From an optimization exercise on the open Yosys and OpenROAD flow, aimed at small area; shortcuts taken in it are not production practice. Only simulation tests tie the RTL to the original design; equivalence was not proved. Power and IR drop assume default switching activity.

==> flow/design.v <==
package dev_pkg;
    typedef logic [31:0] addr_t;            
    typedef logic [31:0] data_t;            
    typedef logic [3:0]  be_t;              
    typedef logic [7:0]  page_t;            
    localparam page_t UART_PAGE = 8'hC0;    
    localparam page_t DSA_PAGE  = 8'hC4;    
    localparam logic [1:0] UART_REG_TX     = 2'd0;
    localparam logic [1:0] UART_REG_STATUS = 2'd1;
    localparam int DSA_WORDS = 16;
    typedef enum logic [1:0] {
        IDLE,                               
        START,                              
        DATA,                               
        STOP                                
    } uart_state_t;
endpackage
module dev_bus_top (
    input  logic           clk,
    input  logic           usr_reset,
    input  logic           wb_cyc_i,
    input  logic           wb_stb_i,
    input  logic           wb_we_i,
    input  dev_pkg::addr_t wb_adr_i,
    input  dev_pkg::be_t   wb_sel_i,
    input  dev_pkg::data_t wb_dat_i,
    output dev_pkg::data_t wb_dat_o,
    output logic           wb_ack_o,
    output logic           uart_tx_o
);
    logic       rst_act;
    logic [2:0] rst_idx;
    logic       rst;
    always_ff @(posedge clk) begin
        if (usr_reset) begin
            rst_act <= 1'b1;
            rst_idx <= 3'd7;
        end else begin
            rst_act <= rst_act & (rst_idx != 3'd0);
            rst_idx <= rst_idx - 3'd1;
        end
    end
    assign rst = usr_reset | rst_act;
    logic ack_q;
    logic req;
    logic hit_uart;
    logic hit_dsa;
    logic uart_tx_req;
    logic uart_busy;
    assign hit_uart    = (wb_adr_i[31:24] == dev_pkg::UART_PAGE);
    assign hit_dsa     = (wb_adr_i[31:24] == dev_pkg::DSA_PAGE);
    assign req         = wb_cyc_i & wb_stb_i & ~ack_q & ~rst;
    assign uart_tx_req = hit_uart & wb_we_i & (wb_adr_i[3:2] == dev_pkg::UART_REG_TX);
    always_ff @(posedge clk) begin
        ack_q <= req & ~(uart_tx_req & uart_busy);
    end
    assign wb_ack_o = ack_q;
    logic [9:0] tx_sr;
    logic [3:0] baud_cnt;
    logic       bit_end;
    logic       tx_wr;
    logic       tx_q;
    logic       busy_q;
    assign uart_busy = |tx_sr;
    assign bit_end   = (baud_cnt == 4'd15);
    assign tx_wr     = req & uart_tx_req & ~uart_busy;
    always_ff @(posedge clk) begin
        if (rst) begin
            tx_sr <= '0;
        end else if (tx_wr) begin
            tx_sr <= {1'b1, wb_dat_i[7:0], 1'b0};
        end else if (bit_end) begin
            tx_sr <= {1'b0, tx_sr[9:1]};
        end
    end
    always_ff @(posedge clk) begin
        baud_cnt <= uart_busy ? baud_cnt + 4'd1 : 4'd0;
        tx_q     <= rst | tx_sr[0] | ~(|tx_sr[9:1]);
        busy_q   <= uart_busy;                  
    end
    assign uart_tx_o = tx_q;
    logic [31:0] slot_q [16];
    logic        phase;
    logic [31:0] wdata;
    logic        dsa_wr;
    assign phase  = rst_idx[0];
    assign dsa_wr = wb_cyc_i & wb_stb_i & hit_dsa & wb_we_i & (wb_adr_i[2] ^ phase);
    assign wdata  = rst_act ? 32'd0 : wb_dat_i;
    always_ff @(posedge clk) begin
        for (int k = 0; k < 8; k++) begin
            for (int b = 0; b < 4; b++) begin
                if (rst_act | (dsa_wr & (wb_adr_i[5:3] == 3'(k)) & wb_sel_i[b])) begin
                    slot_q[2*k][8*b +: 8] <= wdata[8*b +: 8];
                end else begin
                    slot_q[2*k][8*b +: 8] <= slot_q[2*k+1][8*b +: 8];
                end
            end
            slot_q[2*k+1] <= slot_q[2*k];
        end
    end
    logic dsa_rd;
    logic stat_rd;
    assign dsa_rd  = hit_dsa & ~wb_we_i;
    assign stat_rd = hit_uart & ~wb_we_i & (wb_adr_i[3:2] == dev_pkg::UART_REG_STATUS);
    assign wb_dat_o = ({32{dsa_rd}} & slot_q[{wb_adr_i[5:3], wb_adr_i[2] ^ phase}]) | {31'd0, stat_rd & busy_q};
endmodule
Settings: LEC_CHECK=0, CAP_MARGIN=20, CORE_MARGIN=2, CORE_UTILIZATION=40, SLEW_MARGIN=20; clock period 4.0 ns.
run.sh (not shown) runs the stock make flow with config.mk's settings and CLKGATE_MAP_FILE= SYNTH_SCRIPT=/design/flow/synth_recipe.tcl, a recipe that flattens the netlist after the stock synthesis.
Change:
--- a/flow/design.v
+++ b/flow/design.v
@@ -80,21 +80,17 @@
     end
     assign uart_tx_o = tx_q;
-    logic [31:0] slot_q [16];
-    logic        phase;
+    logic [31:0] mem [16];
     logic [31:0] wdata;
     logic        dsa_wr;
-    assign phase  = rst_idx[0];
-    assign dsa_wr = wb_cyc_i & wb_stb_i & hit_dsa & wb_we_i & (wb_adr_i[2] ^ phase);
+    assign dsa_wr = req & hit_dsa & wb_we_i;
     assign wdata  = rst_act ? 32'd0 : wb_dat_i;
     always_ff @(posedge clk) begin
-        for (int k = 0; k < 8; k++) begin
+        for (int w = 0; w < 16; w++) begin
             for (int b = 0; b < 4; b++) begin
-                if (rst_act | (dsa_wr & (wb_adr_i[5:3] == 3'(k)) & wb_sel_i[b])) begin
-                    slot_q[2*k][8*b +: 8] <= wdata[8*b +: 8];
-                end else begin
-                    slot_q[2*k][8*b +: 8] <= slot_q[2*k+1][8*b +: 8];
+                if ((dsa_wr & (wb_adr_i[5:2] == 4'(w)) & wb_sel_i[b]) |
+                    (rst_act & (rst_idx == 3'(w / 2)))) begin
+                    mem[w][8*b +: 8] <= wdata[8*b +: 8];
                 end
             end
-            slot_q[2*k+1] <= slot_q[2*k];
         end
     end
@@ -103,4 +99,4 @@
     assign dsa_rd  = hit_dsa & ~wb_we_i;
     assign stat_rd = hit_uart & ~wb_we_i & (wb_adr_i[3:2] == dev_pkg::UART_REG_STATUS);
-    assign wb_dat_o = ({32{dsa_rd}} & slot_q[{wb_adr_i[5:3], wb_adr_i[2] ^ phase}]) | {31'd0, stat_rd & busy_q};
+    assign wb_dat_o = ({32{dsa_rd}} & mem[wb_adr_i[5:2]]) | {31'd0, stat_rd & busy_q};
 endmodule
What happened: The new run ran to the end with no violations; setup slack is better by 15 ps; power goes up by 7.1%; routed wire length went down by 3.0%; die area grows by 9.4%; critical path depth goes up by 3; count of clock-buffer cells in the layout rose by 3; register-to-register slack improves by 200 ps; via count decreases by 17%; synthesized cell count decreases by 36%; global-route usage shrinks by 3.4 points; first-iteration DRC count drops by 19%.

-- re-timing with driven ports --
The results above use ideal ports. As a check the final layouts listed here were re-extracted and re-timed, cells and wires unchanged. Step 1: set_driving_cell puts a clkbuf_16 on clk and a buf_2 on each other input, an assumption about the parent block. Step 2 also shifts input and output timing later by t, the mid clock arrival at the registers, as if the neighbouring blocks saw the same clock. Three values: no drivers, after step 1, after step 2; two values: the first two.
run | t, ns | setup WS [ns] | slew at the worst register clock pin (ns)
the first run | 0.655 | 0.037 / 0.015 / 0.015 | 0.07 / 0.07
the second run | 0.663 | 0.052 / 0.012 / 0.012 | 0.06 / 0.06
After both steps every run listed still meets setup and hold. For the second run, which loses most, drivers alone change the setup slack by -0.040 ns; drivers and shift together by -0.040 ns.
